Background: an optimization exercise with open tools, aiming at small area, a short achievable clock period and few clock cycles per item. Do not read the settings as production practice.
Function was not checked in any run shown here: the RTL went through the layout flow alone.
Power and IR drop assume default switching activity.

==> design/flow/design.v <==
package tx_zc_pkg;
    localparam int ZC_NZC_W_DEF = 12;
    localparam int ZC_OUT_W_DEF = 12;
    localparam int ZC_INV_W_DEF = 18;
    localparam int ZC_T_MULT = 24;
endpackage
module tx_zc_mul (
    input  logic        clk,
    input  logic        i_en,
    input  logic [16:0] i_th,
    input  logic [17:0] i_inv,
    output logic [11:0] o_y,
    output logic [16:0] o_p
);
    logic [18:0] thx;
    logic [8:0]  w_neg, w_one, w_two;
    logic [8:0]  neg, one, two;
    logic        r_dsgn;
    logic [18:0] pp0;
    logic [18:0] pp1;
    logic [18:0] pp2;
    logic [18:0] pp3;
    logic [18:0] pp4;
    logic [18:0] pp5;
    logic [18:0] pp6;
    logic [18:0] pp7;
    logic [18:0] pp8;
    logic [34:0] ra, rb;
    logic [34:6] r_a, r_b;
    logic        r_sgn, r_c6;
    logic [6:0]  w_l6;
    logic s1;
    logic c2;
    logic s3;
    logic c4;
    logic s5;
    logic c6;
    logic s7;
    logic c8;
    logic s9;
    logic c10;
    logic s11;
    logic c12;
    logic s13;
    logic c14;
    logic s15;
    logic c16;
    logic s17;
    logic c18;
    logic s19;
    logic c20;
    logic s21;
    logic c22;
    logic s23;
    logic c24;
    logic s25;
    logic c26;
    logic s27;
    logic c28;
    logic s29;
    logic c30;
    logic s31;
    logic c32;
    logic s33;
    logic c34;
    logic s35;
    logic c36;
    logic s37;
    logic c38;
    logic s39;
    logic c40;
    logic s41;
    logic c42;
    logic s43;
    logic c44;
    logic s45;
    logic c46;
    logic s47;
    logic c48;
    logic s49;
    logic c50;
    logic s51;
    logic c52;
    logic s53;
    logic c54;
    logic s55;
    logic c56;
    logic s57;
    logic c58;
    logic s59;
    logic c60;
    logic s61;
    logic c62;
    logic s63;
    logic c64;
    logic s65;
    logic c66;
    logic s67;
    logic c68;
    logic s69;
    logic c70;
    logic s71;
    logic c72;
    logic s73;
    logic c74;
    logic s75;
    logic c76;
    logic s77;
    logic c78;
    logic s79;
    logic c80;
    logic s81;
    logic c82;
    logic s83;
    logic c84;
    logic s85;
    logic c86;
    logic s87;
    logic c88;
    logic s89;
    logic c90;
    logic s91;
    logic c92;
    logic s93;
    logic c94;
    logic s95;
    logic c96;
    logic s97;
    logic c98;
    logic s99;
    logic c100;
    logic s101;
    logic c102;
    logic s103;
    logic c104;
    logic s105;
    logic c106;
    logic s107;
    logic c108;
    logic s109;
    logic c110;
    logic s111;
    logic c112;
    logic s113;
    logic c114;
    logic s115;
    logic c116;
    logic s117;
    logic c118;
    logic s119;
    logic c120;
    logic s121;
    logic c122;
    logic s123;
    logic c124;
    logic s125;
    logic c126;
    logic s127;
    logic c128;
    logic s129;
    logic c130;
    logic s131;
    logic c132;
    logic s133;
    logic c134;
    logic s135;
    logic c136;
    logic s137;
    logic c138;
    logic s139;
    logic c140;
    logic s141;
    logic c142;
    logic s143;
    logic c144;
    logic s145;
    logic c146;
    logic s147;
    logic c148;
    logic s149;
    logic c150;
    logic s151;
    logic c152;
    logic s153;
    logic c154;
    logic s155;
    logic c156;
    logic s157;
    logic c158;
    logic s159;
    logic c160;
    logic s161;
    logic c162;
    logic s163;
    logic c164;
    logic s165;
    logic c166;
    logic s167;
    logic c168;
    logic s169;
    logic c170;
    logic s171;
    logic c172;
    logic s173;
    logic c174;
    logic s175;
    logic c176;
    logic s177;
    logic c178;
    logic s179;
    logic c180;
    logic s181;
    logic c182;
    logic s183;
    logic c184;
    logic s185;
    logic c186;
    logic s187;
    logic c188;
    logic s189;
    logic c190;
    logic s191;
    logic c192;
    logic s193;
    logic c194;
    logic s195;
    logic c196;
    logic s197;
    logic c198;
    logic s199;
    logic c200;
    logic s201;
    logic c202;
    logic s203;
    logic c204;
    logic s205;
    logic c206;
    logic s207;
    logic c208;
    logic s209;
    logic c210;
    logic s211;
    logic c212;
    logic s213;
    logic c214;
    logic s215;
    logic c216;
    logic s217;
    logic c218;
    logic s219;
    logic c220;
    logic s221;
    logic c222;
    logic s223;
    logic c224;
    logic s225;
    logic c226;
    logic s227;
    logic c228;
    logic s229;
    logic c230;
    logic s231;
    logic c232;
    logic s233;
    logic c234;
    logic s235;
    logic c236;
    logic s237;
    logic c238;
    logic s239;
    logic c240;
    logic s241;
    logic c242;
    logic s243;
    logic c244;
    logic s245;
    logic c246;
    logic s247;
    logic c248;
    logic s249;
    logic c250;
    logic s251;
    logic c252;
    logic s253;
    logic c254;
    logic s255;
    logic c256;
    logic s257;
    logic c258;
    logic s259;
    logic c260;
    logic s261;
    logic c262;
    logic s263;
    logic c264;
    logic s265;
    logic c266;
    logic s267;
    logic c268;
    logic s269;
    logic c270;
    logic s271;
    logic c272;
    logic s273;
    logic c274;
    logic s275;
    logic c276;
    logic s277;
    logic c278;
    logic s279;
    logic c280;
    logic s281;
    logic c282;
    logic s283;
    logic c284;
    logic s285;
    logic c286;
    logic s287;
    logic c288;
    logic s289;
    logic c290;
    logic s291;
    logic c292;
    logic s293;
    logic c294;
    logic s295;
    logic c296;
    logic s297;
    logic c298;
    logic s299;
    logic c300;
    logic s301;
    logic c302;
    logic s303;
    logic c304;
    logic s305;
    logic c306;
    assign thx = {i_th[16], i_th, 1'b0};
    always_comb begin
        for (int i = 0; i < 9; i++) begin
            w_neg[i] = thx[2*i+2] & ~(thx[2*i+1] & thx[2*i]);
            w_one[i] = thx[2*i+1] ^ thx[2*i];
            w_two[i] = (thx[2*i+2] & ~thx[2*i+1] & ~thx[2*i]) | (~thx[2*i+2] & thx[2*i+1] & thx[2*i]);
        end
    end
    always_ff @(posedge clk) begin
        if (i_en) begin
            neg    <= w_neg;
            one    <= w_one;
            two    <= w_two;
            r_dsgn <= i_th[16];
        end
    end
    assign pp0 = (({19{one[0]}} & {1'b0, i_inv}) | ({19{two[0]}} & {i_inv, 1'b0})) ^ {19{neg[0]}};
    assign pp1 = (({19{one[1]}} & {1'b0, i_inv}) | ({19{two[1]}} & {i_inv, 1'b0})) ^ {19{neg[1]}};
    assign pp2 = (({19{one[2]}} & {1'b0, i_inv}) | ({19{two[2]}} & {i_inv, 1'b0})) ^ {19{neg[2]}};
    assign pp3 = (({19{one[3]}} & {1'b0, i_inv}) | ({19{two[3]}} & {i_inv, 1'b0})) ^ {19{neg[3]}};
    assign pp4 = (({19{one[4]}} & {1'b0, i_inv}) | ({19{two[4]}} & {i_inv, 1'b0})) ^ {19{neg[4]}};
    assign pp5 = (({19{one[5]}} & {1'b0, i_inv}) | ({19{two[5]}} & {i_inv, 1'b0})) ^ {19{neg[5]}};
    assign pp6 = (({19{one[6]}} & {1'b0, i_inv}) | ({19{two[6]}} & {i_inv, 1'b0})) ^ {19{neg[6]}};
    assign pp7 = (({19{one[7]}} & {1'b0, i_inv}) | ({19{two[7]}} & {i_inv, 1'b0})) ^ {19{neg[7]}};
    assign pp8 = (({19{one[8]}} & {1'b0, i_inv}) | ({19{two[8]}} & {i_inv, 1'b0})) ^ {19{neg[8]}};
    assign s1 = pp0[16] ^ pp1[14];
    assign c2 = pp0[16] & pp1[14];
    assign s3 = pp0[17] ^ pp1[15];
    assign c4 = pp0[17] & pp1[15];
    assign s5 = pp0[18] ^ pp1[16];
    assign c6 = pp0[18] & pp1[16];
    assign s7 = pp1[17] ^ pp2[15];
    assign c8 = pp1[17] & pp2[15];
    assign s9 = pp1[18] ^ pp2[16];
    assign c10 = pp1[18] & pp2[16];
    assign s11 = ~neg[1] ^ pp2[17];
    assign c12 = ~neg[1] & pp2[17];
    assign s13 = pp0[10] ^ pp1[8];
    assign c14 = pp0[10] & pp1[8];
    assign s15 = pp0[11] ^ pp1[9];
    assign c16 = pp0[11] & pp1[9];
    assign s17 = pp0[12] ^ pp1[10] ^ pp2[8];
    assign c18 = (pp0[12] & pp1[10]) | (pp0[12] & pp2[8]) | (pp1[10] & pp2[8]);
    assign s19 = pp3[6] ^ pp4[4];
    assign c20 = pp3[6] & pp4[4];
    assign s21 = pp0[13] ^ pp1[11] ^ pp2[9];
    assign c22 = (pp0[13] & pp1[11]) | (pp0[13] & pp2[9]) | (pp1[11] & pp2[9]);
    assign s23 = pp3[7] ^ pp4[5];
    assign c24 = pp3[7] & pp4[5];
    assign s25 = pp0[14] ^ pp1[12] ^ pp2[10];
    assign c26 = (pp0[14] & pp1[12]) | (pp0[14] & pp2[10]) | (pp1[12] & pp2[10]);
    assign s27 = pp3[8] ^ pp4[6] ^ pp5[4];
    assign c28 = (pp3[8] & pp4[6]) | (pp3[8] & pp5[4]) | (pp4[6] & pp5[4]);
    assign s29 = pp6[2] ^ pp7[0];
    assign c30 = pp6[2] & pp7[0];
    assign s31 = pp0[15] ^ pp1[13] ^ pp2[11];
    assign c32 = (pp0[15] & pp1[13]) | (pp0[15] & pp2[11]) | (pp1[13] & pp2[11]);
    assign s33 = pp3[9] ^ pp4[7] ^ pp5[5];
    assign c34 = (pp3[9] & pp4[7]) | (pp3[9] & pp5[5]) | (pp4[7] & pp5[5]);
    assign s35 = pp6[3] ^ pp7[1];
    assign c36 = pp6[3] & pp7[1];
    assign s37 = pp2[12] ^ pp3[10] ^ pp4[8];
    assign c38 = (pp2[12] & pp3[10]) | (pp2[12] & pp4[8]) | (pp3[10] & pp4[8]);
    assign s39 = pp5[6] ^ pp6[4] ^ pp7[2];
    assign c40 = (pp5[6] & pp6[4]) | (pp5[6] & pp7[2]) | (pp6[4] & pp7[2]);
    assign s41 = pp8[0] ^ neg[8] ^ s1;
    assign c42 = (pp8[0] & neg[8]) | (pp8[0] & s1) | (neg[8] & s1);
    assign s43 = pp2[13] ^ pp3[11] ^ pp4[9];
    assign c44 = (pp2[13] & pp3[11]) | (pp2[13] & pp4[9]) | (pp3[11] & pp4[9]);
    assign s45 = pp5[7] ^ pp6[5] ^ pp7[3];
    assign c46 = (pp5[7] & pp6[5]) | (pp5[7] & pp7[3]) | (pp6[5] & pp7[3]);
    assign s47 = pp8[1] ^ s3 ^ c2;
    assign c48 = (pp8[1] & s3) | (pp8[1] & c2) | (s3 & c2);
    assign s49 = pp2[14] ^ pp3[12] ^ pp4[10];
    assign c50 = (pp2[14] & pp3[12]) | (pp2[14] & pp4[10]) | (pp3[12] & pp4[10]);
    assign s51 = pp5[8] ^ pp6[6] ^ pp7[4];
    assign c52 = (pp5[8] & pp6[6]) | (pp5[8] & pp7[4]) | (pp6[6] & pp7[4]);
    assign s53 = pp8[2] ^ s5 ^ c4;
    assign c54 = (pp8[2] & s5) | (pp8[2] & c4) | (s5 & c4);
    assign s55 = pp3[13] ^ pp4[11] ^ pp5[9];
    assign c56 = (pp3[13] & pp4[11]) | (pp3[13] & pp5[9]) | (pp4[11] & pp5[9]);
    assign s57 = pp6[7] ^ pp7[5] ^ pp8[3];
    assign c58 = (pp6[7] & pp7[5]) | (pp6[7] & pp8[3]) | (pp7[5] & pp8[3]);
    assign s59 = neg[0] ^ s7 ^ c6;
    assign c60 = (neg[0] & s7) | (neg[0] & c6) | (s7 & c6);
    assign s61 = pp3[14] ^ pp4[12] ^ pp5[10];
    assign c62 = (pp3[14] & pp4[12]) | (pp3[14] & pp5[10]) | (pp4[12] & pp5[10]);
    assign s63 = pp6[8] ^ pp7[6] ^ pp8[4];
    assign c64 = (pp6[8] & pp7[6]) | (pp6[8] & pp8[4]) | (pp7[6] & pp8[4]);
    assign s65 = neg[0] ^ s9 ^ c8;
    assign c66 = (neg[0] & s9) | (neg[0] & c8) | (s9 & c8);
    assign s67 = pp3[15] ^ pp4[13] ^ pp5[11];
    assign c68 = (pp3[15] & pp4[13]) | (pp3[15] & pp5[11]) | (pp4[13] & pp5[11]);
    assign s69 = pp6[9] ^ pp7[7] ^ pp8[5];
    assign c70 = (pp6[9] & pp7[7]) | (pp6[9] & pp8[5]) | (pp7[7] & pp8[5]);
    assign s71 = ~neg[0] ^ s11 ^ c10;
    assign c72 = (~neg[0] & s11) | (~neg[0] & c10) | (s11 & c10);
    assign s73 = pp2[18] ^ pp3[16] ^ pp4[14];
    assign c74 = (pp2[18] & pp3[16]) | (pp2[18] & pp4[14]) | (pp3[16] & pp4[14]);
    assign s75 = pp5[12] ^ pp6[10] ^ pp7[8];
    assign c76 = (pp5[12] & pp6[10]) | (pp5[12] & pp7[8]) | (pp6[10] & pp7[8]);
    assign s77 = ~(pp8[6] ^ c12);
    assign c78 = pp8[6] | c12;
    assign s79 = ~neg[2] ^ pp3[17] ^ pp4[15];
    assign c80 = (~neg[2] & pp3[17]) | (~neg[2] & pp4[15]) | (pp3[17] & pp4[15]);
    assign s81 = pp5[13] ^ pp6[11] ^ pp7[9];
    assign c82 = (pp5[13] & pp6[11]) | (pp5[13] & pp7[9]) | (pp6[11] & pp7[9]);
    assign s83 = pp3[18] ^ pp4[16] ^ pp5[14];
    assign c84 = (pp3[18] & pp4[16]) | (pp3[18] & pp5[14]) | (pp4[16] & pp5[14]);
    assign s85 = pp6[12] ^ pp7[10];
    assign c86 = pp6[12] & pp7[10];
    assign s87 = ~neg[3] ^ pp4[17] ^ pp5[15];
    assign c88 = (~neg[3] & pp4[17]) | (~neg[3] & pp5[15]) | (pp4[17] & pp5[15]);
    assign s89 = pp4[18] ^ pp5[16];
    assign c90 = pp4[18] & pp5[16];
    assign s91 = pp0[6] ^ pp1[4];
    assign c92 = pp0[6] & pp1[4];
    assign s93 = pp0[7] ^ pp1[5];
    assign c94 = pp0[7] & pp1[5];
    assign s95 = pp0[8] ^ pp1[6] ^ pp2[4];
    assign c96 = (pp0[8] & pp1[6]) | (pp0[8] & pp2[4]) | (pp1[6] & pp2[4]);
    assign s97 = pp3[2] ^ pp4[0];
    assign c98 = pp3[2] & pp4[0];
    assign s99 = pp0[9] ^ pp1[7] ^ pp2[5];
    assign c100 = (pp0[9] & pp1[7]) | (pp0[9] & pp2[5]) | (pp1[7] & pp2[5]);
    assign s101 = pp3[3] ^ pp4[1];
    assign c102 = pp3[3] & pp4[1];
    assign s103 = pp2[6] ^ pp3[4] ^ pp4[2];
    assign c104 = (pp2[6] & pp3[4]) | (pp2[6] & pp4[2]) | (pp3[4] & pp4[2]);
    assign s105 = pp5[0] ^ neg[5] ^ s13;
    assign c106 = (pp5[0] & neg[5]) | (pp5[0] & s13) | (neg[5] & s13);
    assign s107 = pp2[7] ^ pp3[5] ^ pp4[3];
    assign c108 = (pp2[7] & pp3[5]) | (pp2[7] & pp4[3]) | (pp3[5] & pp4[3]);
    assign s109 = pp5[1] ^ s15 ^ c14;
    assign c110 = (pp5[1] & s15) | (pp5[1] & c14) | (s15 & c14);
    assign s111 = pp5[2] ^ pp6[0] ^ neg[6];
    assign c112 = (pp5[2] & pp6[0]) | (pp5[2] & neg[6]) | (pp6[0] & neg[6]);
    assign s113 = s17 ^ s19 ^ c16;
    assign c114 = (s17 & s19) | (s17 & c16) | (s19 & c16);
    assign s115 = pp5[3] ^ pp6[1] ^ s21;
    assign c116 = (pp5[3] & pp6[1]) | (pp5[3] & s21) | (pp6[1] & s21);
    assign s117 = s23 ^ c18 ^ c20;
    assign c118 = (s23 & c18) | (s23 & c20) | (c18 & c20);
    assign s119 = neg[7] ^ s25 ^ s27;
    assign c120 = (neg[7] & s25) | (neg[7] & s27) | (s25 & s27);
    assign s121 = s29 ^ c22 ^ c24;
    assign c122 = (s29 & c22) | (s29 & c24) | (c22 & c24);
    assign s123 = s31 ^ s33 ^ s35;
    assign c124 = (s31 & s33) | (s31 & s35) | (s33 & s35);
    assign s125 = c26 ^ c28 ^ c30;
    assign c126 = (c26 & c28) | (c26 & c30) | (c28 & c30);
    assign s127 = s37 ^ s39 ^ s41;
    assign c128 = (s37 & s39) | (s37 & s41) | (s39 & s41);
    assign s129 = c32 ^ c34 ^ c36;
    assign c130 = (c32 & c34) | (c32 & c36) | (c34 & c36);
    assign s131 = s43 ^ s45 ^ s47;
    assign c132 = (s43 & s45) | (s43 & s47) | (s45 & s47);
    assign s133 = c38 ^ c40 ^ c42;
    assign c134 = (c38 & c40) | (c38 & c42) | (c40 & c42);
    assign s135 = s49 ^ s51 ^ s53;
    assign c136 = (s49 & s51) | (s49 & s53) | (s51 & s53);
    assign s137 = c44 ^ c46 ^ c48;
    assign c138 = (c44 & c46) | (c44 & c48) | (c46 & c48);
    assign s139 = s55 ^ s57 ^ s59;
    assign c140 = (s55 & s57) | (s55 & s59) | (s57 & s59);
    assign s141 = c50 ^ c52 ^ c54;
    assign c142 = (c50 & c52) | (c50 & c54) | (c52 & c54);
    assign s143 = s61 ^ s63 ^ s65;
    assign c144 = (s61 & s63) | (s61 & s65) | (s63 & s65);
    assign s145 = c56 ^ c58 ^ c60;
    assign c146 = (c56 & c58) | (c56 & c60) | (c58 & c60);
    assign s147 = s67 ^ s69 ^ s71;
    assign c148 = (s67 & s69) | (s67 & s71) | (s69 & s71);
    assign s149 = c62 ^ c64 ^ c66;
    assign c150 = (c62 & c64) | (c62 & c66) | (c64 & c66);
    assign s151 = s73 ^ s75 ^ s77;
    assign c152 = (s73 & s75) | (s73 & s77) | (s75 & s77);
    assign s153 = c68 ^ c70 ^ c72;
    assign c154 = (c68 & c70) | (c68 & c72) | (c70 & c72);
    assign s155 = pp8[7] ^ s79 ^ s81;
    assign c156 = (pp8[7] & s79) | (pp8[7] & s81) | (s79 & s81);
    assign s157 = c74 ^ c76 ^ c78;
    assign c158 = (c74 & c76) | (c74 & c78) | (c76 & c78);
    assign s159 = ~(pp8[8] ^ s83);
    assign c160 = pp8[8] | s83;
    assign s161 = s85 ^ c80 ^ c82;
    assign c162 = (s85 & c80) | (s85 & c82) | (c80 & c82);
    assign s163 = pp6[13] ^ pp7[11] ^ pp8[9];
    assign c164 = (pp6[13] & pp7[11]) | (pp6[13] & pp8[9]) | (pp7[11] & pp8[9]);
    assign s165 = s87 ^ c84 ^ c86;
    assign c166 = (s87 & c84) | (s87 & c86) | (c84 & c86);
    assign s167 = pp6[14] ^ pp7[12] ^ pp8[10];
    assign c168 = (pp6[14] & pp7[12]) | (pp6[14] & pp8[10]) | (pp7[12] & pp8[10]);
    assign s169 = ~(s89 ^ c88);
    assign c170 = s89 | c88;
    assign s171 = ~neg[4] ^ pp5[17] ^ pp6[15];
    assign c172 = (~neg[4] & pp5[17]) | (~neg[4] & pp6[15]) | (pp5[17] & pp6[15]);
    assign s173 = pp7[13] ^ pp8[11] ^ c90;
    assign c174 = (pp7[13] & pp8[11]) | (pp7[13] & c90) | (pp8[11] & c90);
    assign s175 = pp5[18] ^ pp6[16] ^ pp7[14];
    assign c176 = (pp5[18] & pp6[16]) | (pp5[18] & pp7[14]) | (pp6[16] & pp7[14]);
    assign s177 = ~pp8[12];
    assign c178 = pp8[12];
    assign s179 = ~neg[5] ^ pp6[17] ^ pp7[15];
    assign c180 = (~neg[5] & pp6[17]) | (~neg[5] & pp7[15]) | (pp6[17] & pp7[15]);
    assign s181 = pp6[18] ^ pp7[16];
    assign c182 = pp6[18] & pp7[16];
    assign s183 = pp0[4] ^ pp1[2];
    assign c184 = pp0[4] & pp1[2];
    assign s185 = pp0[5] ^ pp1[3] ^ pp2[1];
    assign c186 = (pp0[5] & pp1[3]) | (pp0[5] & pp2[1]) | (pp1[3] & pp2[1]);
    assign s187 = pp2[2] ^ pp3[0] ^ neg[3];
    assign c188 = (pp2[2] & pp3[0]) | (pp2[2] & neg[3]) | (pp3[0] & neg[3]);
    assign s189 = pp2[3] ^ pp3[1] ^ s93;
    assign c190 = (pp2[3] & pp3[1]) | (pp2[3] & s93) | (pp3[1] & s93);
    assign s191 = neg[4] ^ s95 ^ s97;
    assign c192 = (neg[4] & s95) | (neg[4] & s97) | (s95 & s97);
    assign s193 = s99 ^ s101 ^ c96;
    assign c194 = (s99 & s101) | (s99 & c96) | (s101 & c96);
    assign s195 = s103 ^ s105 ^ c100;
    assign c196 = (s103 & s105) | (s103 & c100) | (s105 & c100);
    assign s197 = s107 ^ s109 ^ c104;
    assign c198 = (s107 & s109) | (s107 & c104) | (s109 & c104);
    assign s199 = s111 ^ s113 ^ c108;
    assign c200 = (s111 & s113) | (s111 & c108) | (s113 & c108);
    assign s201 = s115 ^ s117 ^ c112;
    assign c202 = (s115 & s117) | (s115 & c112) | (s117 & c112);
    assign s203 = s119 ^ s121 ^ c116;
    assign c204 = (s119 & s121) | (s119 & c116) | (s121 & c116);
    assign s205 = s123 ^ s125 ^ c120;
    assign c206 = (s123 & s125) | (s123 & c120) | (s125 & c120);
    assign s207 = s127 ^ s129 ^ c124;
    assign c208 = (s127 & s129) | (s127 & c124) | (s129 & c124);
    assign s209 = s131 ^ s133 ^ c128;
    assign c210 = (s131 & s133) | (s131 & c128) | (s133 & c128);
    assign s211 = s135 ^ s137 ^ c132;
    assign c212 = (s135 & s137) | (s135 & c132) | (s137 & c132);
    assign s213 = s139 ^ s141 ^ c136;
    assign c214 = (s139 & s141) | (s139 & c136) | (s141 & c136);
    assign s215 = s143 ^ s145 ^ c140;
    assign c216 = (s143 & s145) | (s143 & c140) | (s145 & c140);
    assign s217 = s147 ^ s149 ^ c144;
    assign c218 = (s147 & s149) | (s147 & c144) | (s149 & c144);
    assign s219 = s151 ^ s153 ^ c148;
    assign c220 = (s151 & s153) | (s151 & c148) | (s153 & c148);
    assign s221 = s155 ^ s157 ^ c152;
    assign c222 = (s155 & s157) | (s155 & c152) | (s157 & c152);
    assign s223 = s159 ^ s161 ^ c156;
    assign c224 = (s159 & s161) | (s159 & c156) | (s161 & c156);
    assign s225 = s163 ^ s165 ^ c160;
    assign c226 = (s163 & s165) | (s163 & c160) | (s165 & c160);
    assign s227 = s167 ^ s169 ^ c164;
    assign c228 = (s167 & s169) | (s167 & c164) | (s169 & c164);
    assign s229 = s171 ^ s173 ^ c168;
    assign c230 = (s171 & s173) | (s171 & c168) | (s173 & c168);
    assign s231 = s175 ^ s177 ^ c172;
    assign c232 = (s175 & s177) | (s175 & c172) | (s177 & c172);
    assign s233 = pp8[13] ^ s179 ^ c176;
    assign c234 = (pp8[13] & s179) | (pp8[13] & c176) | (s179 & c176);
    assign s235 = ~(pp8[14] ^ s181);
    assign c236 = pp8[14] | s181;
    assign s237 = ~neg[6] ^ pp7[17] ^ pp8[15];
    assign c238 = (~neg[6] & pp7[17]) | (~neg[6] & pp8[15]) | (pp7[17] & pp8[15]);
    assign s239 = pp7[18] ^ pp8[16];
    assign c240 = pp7[18] & pp8[16];
    assign s241 = pp0[2] ^ pp1[0];
    assign c242 = pp0[2] & pp1[0];
    assign s243 = pp0[3] ^ pp1[1];
    assign c244 = pp0[3] & pp1[1];
    assign s245 = pp2[0] ^ neg[2] ^ s183;
    assign c246 = (pp2[0] & neg[2]) | (pp2[0] & s183) | (neg[2] & s183);
    assign s247 = ~(s185 ^ c184);
    assign c248 = s185 | c184;
    assign s249 = s91 ^ s187 ^ c186;
    assign c250 = (s91 & s187) | (s91 & c186) | (s187 & c186);
    assign s251 = c92 ^ s189 ^ c188;
    assign c252 = (c92 & s189) | (c92 & c188) | (s189 & c188);
    assign s253 = c94 ^ s191 ^ c190;
    assign c254 = (c94 & s191) | (c94 & c190) | (s191 & c190);
    assign s255 = c98 ^ s193 ^ c192;
    assign c256 = (c98 & s193) | (c98 & c192) | (s193 & c192);
    assign s257 = c102 ^ s195 ^ c194;
    assign c258 = (c102 & s195) | (c102 & c194) | (s195 & c194);
    assign s259 = c106 ^ s197 ^ c196;
    assign c260 = (c106 & s197) | (c106 & c196) | (s197 & c196);
    assign s261 = c110 ^ s199 ^ c198;
    assign c262 = (c110 & s199) | (c110 & c198) | (s199 & c198);
    assign s263 = c114 ^ s201 ^ c200;
    assign c264 = (c114 & s201) | (c114 & c200) | (s201 & c200);
    assign s265 = c118 ^ s203 ^ c202;
    assign c266 = (c118 & s203) | (c118 & c202) | (s203 & c202);
    assign s267 = c122 ^ s205 ^ c204;
    assign c268 = (c122 & s205) | (c122 & c204) | (s205 & c204);
    assign s269 = c126 ^ s207 ^ c206;
    assign c270 = (c126 & s207) | (c126 & c206) | (s207 & c206);
    assign s271 = c130 ^ s209 ^ c208;
    assign c272 = (c130 & s209) | (c130 & c208) | (s209 & c208);
    assign s273 = c134 ^ s211 ^ c210;
    assign c274 = (c134 & s211) | (c134 & c210) | (s211 & c210);
    assign s275 = c138 ^ s213 ^ c212;
    assign c276 = (c138 & s213) | (c138 & c212) | (s213 & c212);
    assign s277 = c142 ^ s215 ^ c214;
    assign c278 = (c142 & s215) | (c142 & c214) | (s215 & c214);
    assign s279 = c146 ^ s217 ^ c216;
    assign c280 = (c146 & s217) | (c146 & c216) | (s217 & c216);
    assign s281 = c150 ^ s219 ^ c218;
    assign c282 = (c150 & s219) | (c150 & c218) | (s219 & c218);
    assign s283 = c154 ^ s221 ^ c220;
    assign c284 = (c154 & s221) | (c154 & c220) | (s221 & c220);
    assign s285 = c158 ^ s223 ^ c222;
    assign c286 = (c158 & s223) | (c158 & c222) | (s223 & c222);
    assign s287 = c162 ^ s225 ^ c224;
    assign c288 = (c162 & s225) | (c162 & c224) | (s225 & c224);
    assign s289 = c166 ^ s227 ^ c226;
    assign c290 = (c166 & s227) | (c166 & c226) | (s227 & c226);
    assign s291 = c170 ^ s229 ^ c228;
    assign c292 = (c170 & s229) | (c170 & c228) | (s229 & c228);
    assign s293 = c174 ^ s231 ^ c230;
    assign c294 = (c174 & s231) | (c174 & c230) | (s231 & c230);
    assign s295 = c178 ^ s233 ^ c232;
    assign c296 = (c178 & s233) | (c178 & c232) | (s233 & c232);
    assign s297 = c180 ^ s235 ^ c234;
    assign c298 = (c180 & s235) | (c180 & c234) | (s235 & c234);
    assign s299 = c182 ^ s237 ^ c236;
    assign c300 = (c182 & s237) | (c182 & c236) | (s237 & c236);
    assign s301 = ~(s239 ^ c238);
    assign c302 = s239 | c238;
    assign s303 = ~neg[7] ^ pp8[17] ^ c240;
    assign c304 = (~neg[7] & pp8[17]) | (~neg[7] & c240) | (pp8[17] & c240);
    assign s305 = ~pp8[18];
    assign c306 = pp8[18];
    assign ra[0] = pp0[0];
    assign rb[0] = neg[0];
    assign ra[1] = pp0[1];
    assign rb[1] = 1'b0;
    assign ra[2] = neg[1];
    assign rb[2] = s241;
    assign ra[3] = s243;
    assign rb[3] = c242;
    assign ra[4] = s245;
    assign rb[4] = c244;
    assign ra[5] = s247;
    assign rb[5] = c246;
    assign ra[6] = s249;
    assign rb[6] = c248;
    assign ra[7] = s251;
    assign rb[7] = c250;
    assign ra[8] = s253;
    assign rb[8] = c252;
    assign ra[9] = s255;
    assign rb[9] = c254;
    assign ra[10] = s257;
    assign rb[10] = c256;
    assign ra[11] = s259;
    assign rb[11] = c258;
    assign ra[12] = s261;
    assign rb[12] = c260;
    assign ra[13] = s263;
    assign rb[13] = c262;
    assign ra[14] = s265;
    assign rb[14] = c264;
    assign ra[15] = s267;
    assign rb[15] = c266;
    assign ra[16] = s269;
    assign rb[16] = c268;
    assign ra[17] = s271;
    assign rb[17] = c270;
    assign ra[18] = s273;
    assign rb[18] = c272;
    assign ra[19] = s275;
    assign rb[19] = c274;
    assign ra[20] = s277;
    assign rb[20] = c276;
    assign ra[21] = s279;
    assign rb[21] = c278;
    assign ra[22] = s281;
    assign rb[22] = c280;
    assign ra[23] = s283;
    assign rb[23] = c282;
    assign ra[24] = s285;
    assign rb[24] = c284;
    assign ra[25] = s287;
    assign rb[25] = c286;
    assign ra[26] = s289;
    assign rb[26] = c288;
    assign ra[27] = s291;
    assign rb[27] = c290;
    assign ra[28] = s293;
    assign rb[28] = c292;
    assign ra[29] = s295;
    assign rb[29] = c294;
    assign ra[30] = s297;
    assign rb[30] = c296;
    assign ra[31] = s299;
    assign rb[31] = c298;
    assign ra[32] = s301;
    assign rb[32] = c300;
    assign ra[33] = s303;
    assign rb[33] = c302;
    assign ra[34] = s305;
    assign rb[34] = c304;
    assign w_l6 = {1'b0, ra[5:0]} + {1'b0, rb[5:0]};
    always_ff @(posedge clk) begin
        if (i_en) begin
            r_a   <= ra[34:6];
            r_b   <= rb[34:6];
            r_sgn <= r_dsgn;
            r_c6  <= w_l6[6];
        end
    end
    logic [22:6] w_lo;
    logic [17:0] w_sum;
    assign w_sum = {r_a[22:6], r_c6} + {r_b[22:6], r_c6};
    assign w_lo  = w_sum[17:1];
    assign o_p  = w_lo[22:6];
    logic [34:17] w_p, w_o, w_g;
    logic         w_z0, w_z1;
    assign w_p   = r_a[34:17] ^ r_b[34:17];
    assign w_o   = r_a[34:17] | r_b[34:17];
    assign w_g   = r_a[34:17] & r_b[34:17];
    assign w_z0  = !w_lo[17] && (w_o[33:17] == w_p[34:18]);
    assign w_z1  = w_lo[17] && (w_g[33:17] == ~w_p[34:18]);
    assign o_y   = (w_z0 || w_z1) ? w_lo[17:6] : (r_sgn ? 12'h800 : 12'h7ff);
endmodule
module tx_zc_phase_gen #(
    parameter int NZC_W  = tx_zc_pkg::ZC_NZC_W_DEF,
    parameter int OUT_W  = tx_zc_pkg::ZC_OUT_W_DEF,
    parameter int INV_W  = tx_zc_pkg::ZC_INV_W_DEF,
    parameter int PH_W   = NZC_W + 5
) (
    input  logic             sys_clk,
    input  logic             rst,
    input  logic             start,
    input  logic             abort,
    input  logic [NZC_W-1:0] zc_N_zc,
    input  logic [NZC_W-1:0] zc_len,
    input  logic [NZC_W-1:0] zc_start_index,
    input  logic [PH_W-1:0]  zc_Q,
    input  logic [PH_W-1:0]  zc_P,
    input  logic [INV_W-1:0] zc_inv_T,
    input  logic             theta_ready,
    output logic             theta_valid,
    output logic [OUT_W-1:0] theta_data,
    output logic             theta_last,
    output logic             busy,
    output logic             cfg_err
);
    logic        r_busy, r_idle, r_cfg_err;
    logic        r_ph_q2;    
    logic        r_ph_e0;    
    logic        r_ph_run;   
    logic        r_ph_w1;    
    logic        r_ph_w2;    
    logic        r_ph_w3;    
    logic        r_s1_valid, r_s1_last, r_s2_valid, r_s2_last, r_out_valid, r_out_last;
    logic [11:0] r_out_data;
    logic [11:0] r_nzc;          
    logic [13:0] r_t3;           
    logic [16:0] r_q;            
    logic [16:0] r_p;            
    logic [17:0] r_inv;          
    logic [11:0] r_rem;          
    logic [11:0] r_skip;         
    logic [11:0]        r_mc;    
    logic               r_wrap;  
    logic               r_usep;  
    logic signed [16:0] r_th;    
    logic [16:0]        r_e;     
    logic [4:0]         r_z;     
    logic [4:0]         r_pm;    
    logic [13:0] w_3n;
    logic [14:0] w_qc_a, w_qc_b, w_qc_s, w_qc_c, w_qc_r;
    logic [14:0] w_pc_s, w_pc_c, w_pc_r;
    logic [15:0] w_q2_a, w_q2_b, w_q2_s, w_q2_c, w_q2x;
    logic        w_cfg_ok, w_accept, w_adv, w_step, w_done, w_last_step;
    logic [16:0] w_t, w_half;
    logic [16:0] w_q2;
    logic [18:0] w_tha, w_thb, w_tnx, w_hnx, w_ths, w_s1, w_c1, w_ths_m, w_s2, w_c2, w_thc;
    logic [16:0] w_th_nxt;
    logic        w_wrap_nxt, w_e0_nxt;
    logic [16:0] w_ea;
    logic [18:0] w_eq, w_tx, w_ed, w_s3, w_c3, w_edt;
    logic [16:0] w_e_nxt;
    logic [1:0]  w_p3;
    logic [4:0]  w_pm;
    logic [3:0]  w_zl_s;
    logic [4:0]  w_z_nxt, w_zth5;
    logic [16:0] w_zth;
    logic [17:0] w_mul_b;
    logic [11:0] w_sat;
    logic [16:0] w_prod;
    logic        w_th_ld;
    logic [16:0] w_th_d;
    assign w_qc_a   = {3'b000, zc_N_zc};
    assign w_qc_b   = ~{1'b0, zc_N_zc, 2'b00};
    assign w_qc_s   = w_qc_a ^ w_qc_b ^ {1'b0, zc_Q[16:3]};
    assign w_qc_c   = {(w_qc_a[13:0] & w_qc_b[13:0]) | ((w_qc_a[13:0] | w_qc_b[13:0]) & zc_Q[16:3]), 1'b1};
    assign w_qc_r   = w_qc_s + w_qc_c;
    assign w_pc_s   = w_qc_a ^ w_qc_b ^ {1'b0, zc_P[16:3]};
    assign w_pc_c   = {(w_qc_a[13:0] & w_qc_b[13:0]) | ((w_qc_a[13:0] | w_qc_b[13:0]) & zc_P[16:3]), 1'b1};
    assign w_pc_r   = w_pc_s + w_pc_c;
    assign w_cfg_ok = (zc_N_zc[11:2] != '0 || zc_N_zc[1:0] == 2'd3) && (zc_len != '0) &&
                      (zc_start_index < zc_len) && w_qc_r[14] && w_pc_r[14];
    assign w_accept = !r_busy && start && w_cfg_ok;
    assign w_adv       = !(r_out_valid && !theta_ready);
    assign w_step      = w_adv && r_ph_run;
    assign w_last_step = (r_rem == 12'd1);
    assign w_done      = r_out_valid && r_out_last && theta_ready;
    assign w_t    = {r_t3, 3'b000};
    assign w_half = {1'b0, r_t3, 2'b00};
    assign w_3n    = 14'(r_nzc) + {1'b0, r_nzc, 1'b0};
    assign w_q2_a  = {4'b0000, r_nzc};
    assign w_q2_b  = ~{2'b00, r_nzc, 2'b00};
    assign w_q2_s  = w_q2_a ^ w_q2_b ^ {1'b0, r_q[16:2]};
    assign w_q2_c  = {(w_q2_a[14:0] & w_q2_b[14:0]) | ((w_q2_a[14:0] | w_q2_b[14:0]) & r_q[16:2]), 1'b1};
    assign w_q2x   = w_q2_s + w_q2_c;
    assign w_q2    = w_q2x[15] ? {r_q[15:0], 1'b0} : {w_q2x[13:0], r_q[1:0], 1'b0};
    assign w_tha  = {r_th[16], r_th[16], r_th};
    assign w_thb  = {2'b00, r_e};
    assign w_tnx  = ~{2'b00, w_t};
    assign w_hnx  = ~{2'b00, w_half};
    assign w_ths  = w_tha + w_thb;
    assign w_s1   = w_tha ^ w_thb ^ w_tnx;
    assign w_c1   = {(w_tha[17:0] & w_thb[17:0]) | (w_tha[17:0] & w_tnx[17:0]) | (w_thb[17:0] & w_tnx[17:0]), 1'b1};
    assign w_ths_m = w_s1 + w_c1;
    assign w_s2   = w_tha ^ w_thb ^ w_hnx;
    assign w_c2   = {(w_tha[17:0] & w_thb[17:0]) | (w_tha[17:0] & w_hnx[17:0]) | (w_thb[17:0] & w_hnx[17:0]), 1'b1};
    assign w_thc  = w_s2 + w_c2;
    assign w_th_nxt = w_thc[18] ? w_ths[16:0] : w_ths_m[16:0];
    assign w_ea   = r_usep ? r_p : r_e;
    assign w_eq   = ~{2'b00, r_q};
    assign w_tx   = {2'b00, w_t};
    assign w_ed   = {2'b00, w_ea} - {2'b00, r_q};
    assign w_s3   = {2'b00, w_ea} ^ w_eq ^ w_tx;
    assign w_c3   = {({1'b0, w_ea} & w_eq[17:0]) | ({1'b0, w_ea} & w_tx[17:0]) | (w_eq[17:0] & w_tx[17:0]), 1'b1};
    assign w_edt  = w_s3 + w_c3;
    assign w_e_nxt = w_ed[18] ? w_edt[16:0] : w_ed[16:0];
    function automatic logic [1:0] add3(input logic [1:0] a, input logic [1:0] b);
        case ({a, b})
            4'b0000: add3 = 2'd0;  4'b0001: add3 = 2'd1;  4'b0010: add3 = 2'd2;
            4'b0100: add3 = 2'd1;  4'b0101: add3 = 2'd2;  4'b0110: add3 = 2'd0;
            4'b1000: add3 = 2'd2;  4'b1001: add3 = 2'd0;  4'b1010: add3 = 2'd1;
            default: add3 = 2'd0;
        endcase
    endfunction
    function automatic logic [1:0] red3(input logic [1:0] g);
        red3 = {g[1] & ~g[0], g[0] & ~g[1]};
    endfunction
    always_comb begin
        logic [1:0] r0, r1, r2, r3, r4, r5, r6;
        r0 = red3(r_p[4:3]);   r1 = red3(r_p[6:5]);   r2 = red3(r_p[8:7]);
        r3 = red3(r_p[10:9]);  r4 = red3(r_p[12:11]); r5 = red3(r_p[14:13]);
        r6 = red3(r_p[16:15]);
        w_p3 = add3(add3(add3(r0, r1), add3(r2, r3)), add3(add3(r4, r5), r6));
    end
    assign w_pm = {w_p3, r_p[2:0]};
    assign w_zl_s  = {1'b0, r_z[2:0]} + {1'b0, r_pm[2:0]};
    assign w_z_nxt = {add3(add3(r_z[4:3], r_pm[4:3]), {1'b0, w_zl_s[3]}), w_zl_s[2:0]};
    assign w_zth5  = (r_z[4:3] == 2'd2) ? {2'b11, r_z[2:0]} :
                     (r_z[4:3] == 2'd1 && r_z[2]) ? {2'b10, r_z[2:0]} : {1'b0, r_z[3], r_z[2:0]};
    assign w_zth   = {{12{w_zth5[4]}}, w_zth5};
    always_comb begin
        if (r_ph_q2)      w_th_d = '0;
        else if (r_ph_w3) w_th_d = w_prod;
        else if (r_wrap)  w_th_d = w_zth;
        else              w_th_d = w_th_nxt;
    end
    assign w_th_ld = r_ph_q2 || (w_adv && (r_ph_run || r_ph_w3));
    assign w_mul_b = r_ph_w2 ? {r_nzc, 6'b000000} : r_inv;
    tx_zc_mul u_mul (.clk(sys_clk), .i_en(w_adv), .i_th(r_th), .i_inv(w_mul_b),
                     .o_y(w_sat), .o_p(w_prod));
    assign w_e0_nxt   = !rst && !abort && r_busy && r_ph_q2;
    assign w_wrap_nxt = r_ph_q2 ? 1'b0 : (w_step ? (!r_wrap && r_mc == 12'd2) : r_wrap);
    always_ff @(posedge sys_clk) begin
        if (rst || abort) begin
            r_busy      <= 1'b0;
            r_idle      <= 1'b1;
            r_ph_q2     <= 1'b0;
            r_ph_e0     <= 1'b0;
            r_ph_run    <= 1'b0;
            r_ph_w1     <= 1'b0;
            r_ph_w2     <= 1'b0;
            r_ph_w3     <= 1'b0;
            r_s1_valid  <= 1'b0;
            r_s1_last   <= 1'b0;
            r_s2_valid  <= 1'b0;
            r_s2_last   <= 1'b0;
            r_out_valid <= 1'b0;
            r_out_last  <= 1'b0;
            r_cfg_err   <= 1'b0;
        end else begin
            r_cfg_err <= !r_busy && start && !w_cfg_ok;
            if (!r_busy) begin
                r_busy  <= w_accept;
                r_idle  <= !w_accept;
                r_ph_q2 <= w_accept;
            end else begin
                if (w_done) begin
                    r_busy <= 1'b0;
                    r_idle <= 1'b1;
                end
                r_ph_q2 <= 1'b0;
                r_ph_e0 <= r_ph_q2;
                if (r_ph_e0) r_ph_run <= 1'b1;
                if (w_adv) begin
                    if (r_ph_run && (w_last_step || r_wrap)) r_ph_run <= 1'b0;
                    r_ph_w1 <= r_ph_run && !w_last_step && r_wrap;
                    r_ph_w2 <= r_ph_w1;
                    r_ph_w3 <= r_ph_w2;
                    if (r_ph_w3) r_ph_run <= 1'b1;
                end
            end
            if (w_adv) begin
                r_s1_valid  <= w_step && (r_skip == '0);
                r_s1_last   <= w_last_step;
                r_s2_valid  <= r_s1_valid;
                r_s2_last   <= r_s1_last;
                r_out_valid <= r_s2_valid;
                r_out_last  <= r_s2_last;
            end
        end
    end
    always_ff @(posedge sys_clk) begin
        if (r_idle) begin
            r_nzc  <= zc_N_zc;
            r_q    <= zc_Q;
            r_p    <= zc_P;
            r_inv  <= zc_inv_T;
            r_rem  <= zc_len;
            r_skip <= zc_start_index;
        end else begin
            if (r_ph_q2) r_q <= w_q2;
            if (w_step) begin
                r_rem <= r_rem - 12'd1;
                if (r_skip != '0) r_skip <= r_skip - 12'd1;
            end
        end
    end
    always_ff @(posedge sys_clk) begin
        if (w_th_ld) begin
            r_th <= w_th_d;
        end
        r_t3   <= w_3n;
        r_wrap <= w_wrap_nxt;
        r_usep <= w_e0_nxt || w_wrap_nxt;
        if (r_ph_q2) begin
            r_mc   <= r_nzc;
            r_pm   <= w_pm;
            r_z    <= w_pm;
        end
        if (r_ph_e0) begin
            r_e <= w_e_nxt;
        end
        if (w_step) begin
            r_e <= w_e_nxt;
            if (r_wrap) begin
                r_z    <= w_z_nxt;
                r_mc   <= r_nzc;
            end else begin
                r_mc   <= r_mc - 12'd1;
            end
        end
        if (w_adv) begin
            r_out_data <= w_sat;
        end
    end
    assign theta_valid = r_out_valid;
    assign theta_data  = r_out_data;
    assign theta_last  = r_out_last;
    assign busy        = r_busy;
    assign cfg_err     = r_cfg_err;
endmodule
==> design/flow/flow/run.sh <==
#!/bin/bash
# The standard layout, with the ports buffered by buf_1 cells instead of the
# default choice of buffer cell.
set -euo pipefail
export BUFFER_PORTS_ARGS="-buffer_cell sky130_fd_sc_hd__buf_1"
bash standard.sh > standard.log 2>&1
==> design/flow/standard.sh <==
#!/bin/bash
# synth_recipe.tcl (not shown) runs the flow's synth.tcl, then flattens the netlist and writes it again
# the make line also repeats each setting of config.mk as NAME=value (left out here)
make -C /OpenROAD-flow-scripts/flow DESIGN_CONFIG=/design/flow/config.mk WORK_HOME=/design/flow/orfs CLKGATE_MAP_FILE= SYNTH_SCRIPT=/design/flow/synth_recipe.tcl "${@:-finish}"
==> design/flow/config.mk <==
export PLATFORM = sky130hd
export DESIGN_NAME = tx_zc_phase_gen
export DESIGN_NICKNAME = tx_zc_phase_gen
export VERILOG_FILES = /design/flow/design.v
export SDC_FILE = /design/flow/constraint.sdc
export NUM_CORES = 4
export LEC_CHECK = 0
export CAP_MARGIN = 5
export CORE_MARGIN = 2
export CORE_UTILIZATION = 40
export CTS_BUF_LIST = sky130_fd_sc_hd__clkbuf_8
export CTS_CLUSTER_DIAMETER = 60
export CTS_CLUSTER_SIZE = 20
export SETUP_SLACK_MARGIN = 4.0
export SLEW_MARGIN = 5
export TNS_END_PERCENT = 10
==> design/flow/constraint.sdc <==
create_clock -name core_clock -period 8.0 [get_ports {sys_clk}]
set_input_delay 1.6000 -clock core_clock [delete_from_list [all_inputs] [get_ports {sys_clk}]]
set_output_delay 1.6000 -clock core_clock [all_outputs]
set_load 0.01 [all_outputs]
==> impl_metrics.env, run 1 <==
export IMPL_grt_pass1_vias=20400
export IMPL_routedWlPerCell_microns=18.3
export IMPL_powerDensity_nw_per_um2=307
export IMPL_max_freq_mhz=247
export IMPL_synth_warning_count=2
export IMPL_reg2reg_from="u_mul.neg[4]$_DFFE_PN_"
export IMPL_async_flop_share_pct=0
export IMPL_antenna_found_initial=0
export IMPL_first_iter_violations=1199
export IMPL_initial_core_util_pct=40.3
export IMPL_synthCells=2750
export IMPL_worstPathRequired_ns=8.42
export IMPL_hold_viol_final=0
export IMPL_hp_class="reg -> reg"
export IMPL_ys_ff_latch=274
export IMPL_gr_total_overflow=0
export IMPL_first_pass_iters=6
export IMPL_final_cell_count_no_fill=3714
export IMPL_cts_tree="yes"
export IMPL_cap_violations=0
export IMPL_max_vdd_ir_drop_mv=0.147
export IMPL_worst_setup_path_start_kind="register"
export IMPL_drv_slew=0
export IMPL_skew_ns=0.0270
export IMPL_grt_first_pass_wirelength_mm=108
export IMPL_cts_sinks=274
export IMPL_synth_fp_nets=3304
export IMPL_die_w_microns=264
export IMPL_fp_dieArea_sq_um=69700
export IMPL_ys_types=87
export IMPL_synth_edf_count=238
export IMPL_die_y_microns=264
export IMPL_postLayoutCellArea_sq_um=29200
export IMPL_postRouteAntennaNets=0
export IMPL_path_common_cell="fa_1"
export IMPL_fin_crit_sh_pct=50.6
export IMPL_ys_seq_area_share_pct=29.1
export IMPL_vias=19700
export IMPL_final_core_util_pct=43.6
export IMPL_cp_max_fo=15
export IMPL_rows=95
export IMPL_setup_viol=0
export IMPL_clk_pin_slew_worst_paths_ns=0.10
export IMPL_cp_cell_sequence="inv_2 -> xnor2_1 -> fa_1 -> inv_1 -> fa_1 -> inv_1 -> fa_1 -> inv_1 -> fa_1"
export IMPL_via_per_inst=5.29
export IMPL_synth_area_sq_um=27000
export IMPL_cts_buffers=31
export IMPL_fin_crit_ns=4.05
export IMPL_num_fill_cells=6513
export IMPL_place_area_sq_um=28200
export IMPL_placedCellCount=3632
export IMPL_max_stage_delay_ns=1.04
export IMPL_wirelength_mm=67.8
export IMPL_routabilityCongestion=0.902
export IMPL_clk_path_buf_depth=3
export IMPL_critPathBufInv=4
export IMPL_grt_use_total_pct=19.3
export IMPL_synth_area_per_cell_sq_um=9.83
export IMPL_maxSlewHeadroom_pct=13.6
export IMPL_rsz0062_at_grt="yes"
export IMPL_antennaDiodeCount=0
export IMPL_setup_tns_ns=0
export IMPL_drive_above_1_share_pct=5.21
export IMPL_cp_top_family="adder cells"
export IMPL_insertion_delay_ns=0.67
export IMPL_power_mw=8.97
export IMPL_grt_max_degree=68
export IMPL_fin_nets=3370
export IMPL_cp_end_kind="register"
export IMPL_hp_start="u_mul.r_dsgn$_DFFE_PN_"
export IMPL_ios=109
export IMPL_drc=0
export IMPL_outcome="timing/DRC/antenna clean"
export IMPL_whs_endpoint="u_mul.r_sgn$_DFFE_PN_"
export IMPL_clockRootBuffer="clkbuf_8"
export IMPL_r2r_cells=9
export IMPL_core_sq_um=67000
export IMPL_synthFlopType="edfxtp_1"
export IMPL_holdPathStages=0
export IMPL_slowest_stage="edfxtp_1"
export IMPL_syn_to_final_growth_pct=8.05
export IMPL_htreeDepth=1
export IMPL_worstMarginPinSlew_ns=1.30
export IMPL_crit_type="reg -> reg"
export IMPL_rrSetupSlack_ns=3.95
export IMPL_arrival_ns=4.46
export IMPL_total_leakage_power_nw=12.9
export IMPL_portBuffers=108
export IMPL_r2r_end="u_mul.r_a[14]$_DFFE_PN_"
export IMPL_place_hpwl_mm=53.7
[synthesized netlist by cell type (74+ instances only)]
library cell	instances	share of area, %
nor2_1	134	1.9
edfxtp_1	238	26
o21ai_0	78	1.4
nand2_1	174	2.4
a22oi_1	135	3.7
inv_1	447	6.2
fa_1	201	15
xor2_1	103	3.3
clkbuf_1	74	1.0
a21oi_1	88	1.6
xnor2_1	222	7.2
ha_1	260	12
[layout make-up]
cell class | count | area (sq um) | area share [%]
multi-input cells | 1909 | 17100 | 58.5
flip-flops and latches | 274 | 7880 | 27.0
inverters | 450 | 1690 | 5.79
well taps | 873 | 1090 | 3.74
repair buffers | 150 | 733 | 2.51
clock buffers | 31 | 427 | 1.46
clock inverters | 27 | 313 | 1.07
[placed cells by master (no fill, tap or decap), drive strengths merged, types with 5 or more instances in the layout]
master	count
dfxtp	36
and2	12
a21boi	10
edfxtp	238
nand2	175
mux2i	53
nand3	37
nor4	20
xnor2	222
clkinv	8
a22oi	135
o21a	41
o211ai	11
nor2	134
a211oi	23
o41ai	6
mux2	19
nand2b	25
clkbuf	31
o21ai	105
a21o	28
ha	260
a21oi	92
buf	150
nand3b	7
a211o	5
xor2	104
inv	464
or2	5
o31ai	7
a31oi	10
nor2b	34
nand4	10
a221oi	5
fa	201
or3	8
nor3	35
o21bai	13
[kinds of logic after synthesis]
group                      after synthesis  synth area share, %
DFF                                    274                 29.1
buffers and inverters                  567                 7.95
xor gates and xnor gates               326                 10.6
adders and majority gates              461                 26.9
AOI/OAI and AO/OA                      531                 13.6
and+or+nand+nor                        519                 9.08
muxes                                   72                 2.75
[power by group]
group	switching, mW	internal, mW	total [mW]
clock network	0.618	0.529	1.15
logic	3.12	2.32	5.45
registers	0.279	2.10	2.38
[timing repair]
| action | 4_1_cts | 5_1_grt |
|---|---|---|
| buffers inserted | 7 | 17 |
| pin swaps | 0 | 1 |
| hold buffers | 0 | 0 |
| setup endpoints to repair | 46 | 45 |
| resized for setup | 8 | 10 |
| gates cloned | 0 | 0 |
[worst register-to-register path: stages (launching register included)]
cell and delay, ns:
edfxtp_1 1.04, inv_2 0.38, xnor2_1 0.26, fa_1 0.51
inv_1 0.05, fa_1 0.50, inv_1 0.06, fa_1 0.52
inv_1 0.05, fa_1 0.44
[sequential cells by signal, indices dropped and copies added, names as in the netlist, 14 cells and up]
signal     cells
u_mul.r_a     29
u_mul.r_b     29
r_inv         18
r_e           17
r_p           17
r_q           17
r_th          17
r_t3          14
[worst max-delay path by stage]
stage                           startpoint                 endpoint  slack [ns]  cells after the start
floorplan             r_ph_w2$_SDFFE_PP0P_  u_mul.r_a[19]$_DFFE_PN_        3.73                     13
global placement                zc_N_zc[2]      r_idle$_SDFFE_PP1P_        3.23                     13
detailed placement              zc_N_zc[2]      r_idle$_SDFFE_PP1P_        3.21                     13
CTS                     r_nzc[1]$_DFFE_PP_         r_q[5]$_DFFE_PP_        3.88                     13
global route            r_nzc[8]$_DFFE_PP_  u_mul.r_a[19]$_DFFE_PN_        3.91                     11
finish              u_mul.neg[4]$_DFFE_PN_  u_mul.r_a[14]$_DFFE_PN_        3.95                      9
[per-layer routing]
layer	part of all wire (%)	up-vias	track usage, %
met5	0	-	0
met4	3.0	0	5.51
met3	4.3	115	2.09
met2	49	475	33.8
met1	44	9647	25.2
li1	-	9419	-
[stage by stage]
stage                     hold slack [ns]  setup WS (ns)
final                               0.431           3.95
after floorplan                     0.400           3.73
after CTS                           0.437           3.88
after global placement              0.406           3.23
after detailed placement            0.415           3.21
after global routing                0.460           3.91
==> inputs of run 2 (changes only) <==
--- a/design/flow/config.mk
+++ b/design/flow/config.mk
@@ -11,6 +11,6 @@
 export CTS_BUF_LIST = sky130_fd_sc_hd__clkbuf_8
 export CTS_CLUSTER_DIAMETER = 60
 export CTS_CLUSTER_SIZE = 20
-export SETUP_SLACK_MARGIN = 4.0
+export SETUP_SLACK_MARGIN = 4.3
 export SLEW_MARGIN = 5
 export TNS_END_PERCENT = 10
==> impl_metrics.env, run 2 <==
export IMPL_rrSetupSlack_ns=4.10
export IMPL_die_y_microns=264
export IMPL_worstPathRequired_ns=8.38
export IMPL_final_cell_mix="442 x inv_1, 253 x ha_1, 238 x edfxtp_1"
export IMPL_clk_path_buf_depth=3
export IMPL_synth_area_mux_share_pct=2.75
export IMPL_clk_pin_slew_worst_paths_ns=0.09
export IMPL_clockRootBuffer="clkbuf_8"
export IMPL_routabilityCongestion=0.890
export IMPL_fin_nets=3405
export IMPL_ys_ff_latch=274
export IMPL_worstMarginPinSlew_ns=1.30
export IMPL_cts_tree="yes"
export IMPL_yosys_area_share_simple_pct=9.08
export IMPL_fp_dieArea_sq_um=69700
export IMPL_multi_input_area_sq_um=17300
export IMPL_num_fill_cells=6485
export IMPL_vias=19700
export IMPL_hp_class="reg -> reg"
export IMPL_portBuffers=108
export IMPL_synth_edf_count=238
export IMPL_synth_warning_count=2
export IMPL_synth_fp_nets=3304
export IMPL_max_vdd_ir_drop_mv=0.127
export IMPL_syn_to_final_growth_pct=10.4
export IMPL_via_per_inst=5.25
export IMPL_max_freq_mhz=256
export IMPL_fin_crit_ns=3.90
export IMPL_ys_seq_area_share_pct=29.1
export IMPL_ios=109
export IMPL_postLayoutCellArea_sq_um=29900
export IMPL_hp_start="u_mul.r_dsgn$_DFFE_PN_"
export IMPL_whs_endpoint="u_mul.r_sgn$_DFFE_PN_"
export IMPL_regArea_sq_um=7880
export IMPL_rsz0062_at_grt="yes"
export IMPL_total_leakage_power_nw=13.1
export IMPL_reg2reg_from="r_nzc[3]$_DFFE_PP_"
export IMPL_synth_top_area_share_pct=26.4
export IMPL_postRouteAntennaNets=0
export IMPL_worst_setup_path_start_kind="register"
export IMPL_ys_types=87
export IMPL_drive_above_1_share_pct=8.02
export IMPL_grt_use_total_pct=19.8
export IMPL_synth_area_leaders="edfxtp_1 26%, fa_1 15%, ha_1 12%"
export IMPL_cap_violations=0
export IMPL_r2r_cells=9
export IMPL_fin_crit_sh_pct=48.8
export IMPL_reg_top3="u_mul.r_a (29), u_mul.r_b (29), r_inv (18)"
export IMPL_cp_max_fo=17
export IMPL_hold_viol_final=0
export IMPL_drv_slew=0
export IMPL_synthFlopType="edfxtp_1"
export IMPL_place_hpwl_mm=53.0
export IMPL_setup_viol=0
export IMPL_rows=95
export IMPL_skew_ns=0.0263
export IMPL_wirelength_mm=69.7
export IMPL_die_w_microns=264
export IMPL_first_pass_iters=8
export IMPL_synth_compound_area_share_pct=13.6
export IMPL_first_iter_violations=1386
export IMPL_synth_most_common_cell="inv_1"
export IMPL_arrival_ns=4.28
export IMPL_crit_type="reg -> reg"
export IMPL_synth_area_sq_um=27000
export IMPL_async_flop_share_pct=0
export IMPL_synth_top_area_cell="edfxtp_1"
export IMPL_r2r_end="u_mul.r_a[14]$_DFFE_PN_"
export IMPL_cp_cell_sequence="mux2_2 -> a22oi_1 -> xnor2_1 -> fa_1 -> fa_1 -> inv_1 -> fa_1 -> inv_1 -> fa_1"
export IMPL_cts_sinks=274
export IMPL_maxSlewHeadroom_pct=13.6
export IMPL_final_common_cell="inv_1"
export IMPL_drc=0
export IMPL_place_area_sq_um=28200
export IMPL_cp_end_kind="register"
export IMPL_setup_tns_ns=0
export IMPL_synth_top_family_by_area="adder cells"
export IMPL_slowest_stage="fa_1"
export IMPL_synthAdderAreaFrac_pct=26.9
export IMPL_grt_max_degree=75
export IMPL_synth_xor_area_share_pct=10.6
export IMPL_gr_total_overflow=0
export IMPL_cts_buffers=36
export IMPL_powerDensity_nw_per_um2=308
export IMPL_antenna_found_initial=0
export IMPL_synth_area_per_cell_sq_um=9.83
export IMPL_synth_common_cells="447 x inv_1, 260 x ha_1, 238 x edfxtp_1, 222 x xnor2_1, 201 x fa_1"
export IMPL_insertion_delay_ns=0.63
export IMPL_htreeDepth=2
export IMPL_grt_pass1_vias=20400
export IMPL_path_common_cell="fa_1"
export IMPL_initial_core_util_pct=40.3
export IMPL_holdPathStages=0
export IMPL_routedWlPerCell_microns=18.6
export IMPL_antennaDiodeCount=0
export IMPL_outcome="timing/DRC/antenna clean"
export IMPL_max_stage_delay_ns=0.55
export IMPL_grt_first_pass_wirelength_mm=110
export IMPL_core_sq_um=67000
export IMPL_synthCells=2750
[run 2: changes by cell type in the layout (fill, tap and decap cells not counted), moves of 8 or more]
cell	previous run	this run
a22oi_1	135	126
buf_1	108	99
clkbuf_2	0	8
a22oi_2	0	9
buf_4	41	59
[run 2: layer usage]
metal	vias to the layer above	wire length [microns]	track usage, %
met3	122	2850	2.27
met4	0	2350	6.89
met1	9569	30800	25.7
met2	505	33700	34.1
met5	-	0	0
li1	9497	-	-
[run 2: cell families after synthesis]
group                      count (synthesis)
buffers and inverters                    567
AOI/OAI and AO/OA                        531
and+or+nand+nor                          519
adders and majority gates                461
xor gates and xnor gates                 326
DFF                                      274
muxes                                     72
[run 2: timing repair]
action / CTS / global route
pin swaps: 9 / 17
hold buffers: 0 / 0
setup buffers: 33 / 19
gates cloned: 0 / 3
resized for setup: 25 / 41
endpoints found under the setup margin: 62 / 79
endpoints found under the hold margin: 0 / 0
[run 2: worst max path at each step]
| stage | startpoint | end | slack, ns | depth (start not counted) |
|---|---|---|---|---|
| after global placement | zc_N_zc[2] | r_idle$_SDFFE_PP1P_ | 3.32 | 13 |
| after global routing | u_mul.neg[5]$_DFFE_PN_ | u_mul.r_a[22]$_DFFE_PN_ | 4.00 | 7 |
| after CTS | r_nzc[9]$_DFFE_PP_ | u_mul.r_a[25]$_DFFE_PN_ | 4.12 | 10 |
| after detailed placement | zc_N_zc[2] | r_idle$_SDFFE_PP1P_ | 3.28 | 13 |
| final | r_nzc[3]$_DFFE_PP_ | u_mul.r_a[14]$_DFFE_PN_ | 4.10 | 9 |
| after floorplan | zc_N_zc[2] | r_idle$_SDFFE_PP1P_ | 4.17 | 12 |
[run 2: through the flow]
stage	utilization, %	setup slack [ns]	std cells	hold WS [ns]	power [mW]
after detailed placement	42.1	3.28	3631	0.416	7.77
after CTS	43.9	4.12	3730	0.437	9.10
after global placement	42.1	3.32	3631	0.409	7.61
after floorplan	-	4.17	2750	0.400	6.41
after global routing	44.5	4.00	3752	0.447	10.1
final	44.5	4.10	3752	0.435	9.20
[run 2: area by class of cell]
class	instances	share of cell area [%]
flip-flops and latches	274	26.4
multi-input cells	1909	57.9
clock buffers	37	1.71
repair buffers	180	3.66
clock inverters	29	1.02
well taps	873	3.66
inverters	450	5.67
[run 2: worst max-delay path, delay by kind of cell, from the launching register on]
family / cells / cell delay, ns
compound gates: 1 / 0.29
xor+xnor: 1 / 0.17
fa+ha+maj: 4 / 2.00
buf+inv: 2 / 0.11
flops: 1 / 0.54
mux: 1 / 0.52
[run 2: power breakdown]
group          internal (mW)  leakage (nW)  switching [mW]
Clock                  0.545         0.410           0.660
Combinational           2.44          9.97            3.19
Sequential              2.10          2.76           0.268
Total                   5.08          13.1            4.12
==> inputs of run 3 (changes only) <==
--- a/design/flow/config.mk
+++ b/design/flow/config.mk
@@ -11,6 +11,6 @@
 export CTS_BUF_LIST = sky130_fd_sc_hd__clkbuf_8
 export CTS_CLUSTER_DIAMETER = 60
 export CTS_CLUSTER_SIZE = 20
-export SETUP_SLACK_MARGIN = 4.3
+export SETUP_SLACK_MARGIN = 4.5
 export SLEW_MARGIN = 5
 export TNS_END_PERCENT = 10
==> impl_metrics.env, run 3 <==
export IMPL_first_iter_violations=1257
export IMPL_die_w_microns=264
export IMPL_multi_input_area_sq_um=17400
export IMPL_synth_fp_nets=3304
export IMPL_grt_use_total_pct=19.8
export IMPL_async_flop_share_pct=0
export IMPL_cts_buffers=36
export IMPL_worst_setup_path_start_kind="register"
export IMPL_drv_slew=0
export IMPL_gr_total_overflow=0
export IMPL_wirelength_mm=70.0
export IMPL_synth_top_area_share_pct=26.4
export IMPL_portBuffers=108
export IMPL_synth_common_cells="447 x inv_1, 260 x ha_1, 238 x edfxtp_1, 222 x xnor2_1, 201 x fa_1"
export IMPL_r2r_end="u_mul.r_a[21]$_DFFE_PN_"
export IMPL_routabilityCongestion=0.890
export IMPL_drc=0
export IMPL_clockRootBuffer="clkbuf_8"
export IMPL_hp_class="reg -> reg"
export IMPL_hold_viol_final=0
export IMPL_core_sq_um=67000
export IMPL_ys_seq_area_share_pct=29.1
export IMPL_worstPathRequired_ns=8.37
export IMPL_outcome="timing/DRC/antenna clean"
export IMPL_synth_area_sq_um=27000
export IMPL_setup_viol=0
export IMPL_cts_tree="yes"
export IMPL_powerDensity_nw_per_um2=308
export IMPL_synth_top_area_cell="edfxtp_1"
export IMPL_whs_endpoint="u_mul.r_sgn$_DFFE_PN_"
export IMPL_path_common_cell="fa_1"
export IMPL_ys_ff_latch=274
export IMPL_clk_pin_slew_worst_paths_ns=0.08
export IMPL_fin_crit_ns=3.89
export IMPL_syn_to_final_growth_pct=11.3
export IMPL_initial_core_util_pct=40.3
export IMPL_fin_crit_sh_pct=48.6
export IMPL_total_leakage_power_nw=13.2
export IMPL_cp_top_family="adder cells"
export IMPL_final_common_cell="inv_1"
export IMPL_num_fill_cells=6452
export IMPL_regArea_sq_um=7880
export IMPL_synthCells=2750
export IMPL_first_pass_iters=6
export IMPL_routedWlPerCell_microns=18.6
export IMPL_arrival_ns=4.25
export IMPL_max_freq_mhz=257
export IMPL_max_vdd_ir_drop_mv=0.127
export IMPL_clk_path_buf_depth=3
export IMPL_synth_area_per_cell_sq_um=9.83
export IMPL_crit_type="reg -> reg"
export IMPL_die_y_microns=264
export IMPL_ios=109
export IMPL_synth_area_leaders="edfxtp_1 26%, fa_1 15%, ha_1 12%"
export IMPL_via_per_inst=5.26
export IMPL_maxSlewHeadroom_pct=14.4
export IMPL_synth_warning_count=2
export IMPL_vias=19800
export IMPL_r2r_cells=10
export IMPL_cp_cell_sequence="mux2_4 -> a22oi_2 -> xnor2_1 -> ha_1 -> inv_1 -> fa_1 -> fa_1 -> fa_1 -> inv_1 -> fa_1"
export IMPL_rows=95
export IMPL_place_hpwl_mm=53.0
export IMPL_insertion_delay_ns=0.63
export IMPL_htreeDepth=2
export IMPL_synthFlopType="edfxtp_1"
export IMPL_grt_first_pass_wirelength_mm=110
export IMPL_ys_types=87
export IMPL_setup_ws_ns=4.11
export IMPL_rsz0062_at_grt="yes"
export IMPL_grt_max_degree=75
export IMPL_postRouteAntennaNets=0
export IMPL_skew_ns=0.0263
export IMPL_antenna_found_initial=0
export IMPL_grt_pass1_vias=20500
export IMPL_worstMarginPinSlew_ns=1.28
export IMPL_cap_violations=0
export IMPL_fp_dieArea_sq_um=69700
export IMPL_antennaDiodeCount=0
export IMPL_cts_sinks=274
export IMPL_slowest_stage="fa_1"
export IMPL_critPathBufInv=2
export IMPL_fin_nets=3410
export IMPL_holdPathStages=0
export IMPL_cp_end_kind="register"
export IMPL_place_ws_ns=3.28
export IMPL_setup_tns_ns=0
export IMPL_reg2reg_from="r_nzc[10]$_DFFE_PP_"
export IMPL_cp_max_fo=7
export IMPL_synth_edf_count=238
export IMPL_synth_most_common_cell="inv_1"
export IMPL_max_stage_delay_ns=0.55
export IMPL_drive_above_1_share_pct=8.95
export IMPL_final_cell_mix="432 x inv_1, 252 x ha_1, 238 x edfxtp_1"
export IMPL_hp_start="u_mul.r_dsgn$_DFFE_PN_"
export IMPL_rrSetupSlack_ns=4.11
export IMPL_reg_top3="u_mul.r_a (29), u_mul.r_b (29), r_inv (18)"
==> run 3: changes by cell type in the layout (fill, tap and decap cells not counted), sizes merged <==
cell,previous run,this run
buf,168,178
nand2,175,176
clkbuf,49,43
==> run 3: final cells by class <==
class,instances,area share (%)
multi-input cells,1910,57.7
flip-flops and latches,274,26.2
repair buffers,184,4.05
clock buffers,37,1.69
clock inverters,29,1.01
inverters,450,5.67
well taps,873,3.63
==> run 3: worst reg2reg max path: stages, from the launching register on <==
cell      delay, ns
edfxtp_1       0.53
mux2_4         0.40
a22oi_2        0.24
xnor2_1        0.09
ha_1           0.29
inv_1          0.05
fa_1           0.55
fa_1           0.44
fa_1           0.55
inv_1          0.05
fa_1           0.43
==> run 3: worst max-delay path by stage <==
stage | start | end | depth (start not counted)
3_3_place_gp | zc_N_zc[2] | r_idle$_SDFFE_PP1P_ | 13
3_5_place_dp | zc_N_zc[2] | r_idle$_SDFFE_PP1P_ | 13
6_report | r_nzc[10]$_DFFE_PP_ | u_mul.r_a[21]$_DFFE_PN_ | 10
2_1_floorplan | zc_N_zc[2] | r_idle$_SDFFE_PP1P_ | 12
4_1_cts | r_nzc[9]$_DFFE_PP_ | u_mul.r_a[25]$_DFFE_PN_ | 10
5_1_grt | r_nzc[9]$_DFFE_PP_ | u_mul.r_a[20]$_DFFE_PN_ | 10
==> run 3: metal layers <==
metal / track usage, % / wire length (microns)
met1: 25.7 / 30700
met2: 34.1 / 33900
met3: 2.31 / 3010
met4: 7.25 / 2370
met5: 0 / 0
==> run 3: cells by family (layout without fill, tap and decap cells) <==
kind of cell             Yosys count  after routing  synth area share, %
AO/OA/AOI/OAI                    531            531                 13.6
XOR/XNOR                         326            326                 10.6
adder cells (fa/ha/maj)          461            461                 26.9
buffers and inverters            567            700                 7.95
flip-flops                       274            274                 29.1
multiplexers                      72             72                 2.75
AND/OR/NAND/NOR                  519            520                 9.08
==> run 3: what timing repair did <==
item	4_1_cts	5_1_grt
setup endpoints to repair	85	92
buffers inserted	38	19
hold buffers	0	0
cloned	0	3
pin swaps	9	31
resized for setup	30	98
==> run 3: through the flow <==
| stage | area [sq um] | total power [mW] | utilization [%] | hold WS, ns | std cells |
|---|---|---|---|---|---|
| 3_5_place_dp | 28200 | 7.77 | 42.1 | 0.416 | 3631 |
| 6_report | 30100 | 9.27 | 44.9 | 0.434 | 3757 |
| 4_1_cts | 29500 | 9.11 | 44.0 | 0.437 | 3735 |
| 3_3_place_gp | 28200 | 7.61 | 42.1 | 0.409 | 3631 |
| 5_1_grt | 30100 | 10.2 | 44.9 | 0.447 | 3757 |
| 2_1_floorplan | 27100 | 6.41 | - | 0.400 | 2750 |
==> run 3: power breakdown <==
group          internal, mW  switching [mW]
registers              2.10           0.268
clock network         0.545           0.660
logic                  2.48            3.21
total                  5.13            4.14

Re-timed with assumed drivers on the ports (clkbuf_16 on the clock, buf_2 on other inputs), run 3 has 4.113 ns of setup slack against 4.113 ns with ideal ports, and 3.902 ns once port delays also move by the mid clock arrival of 0.674 ns.
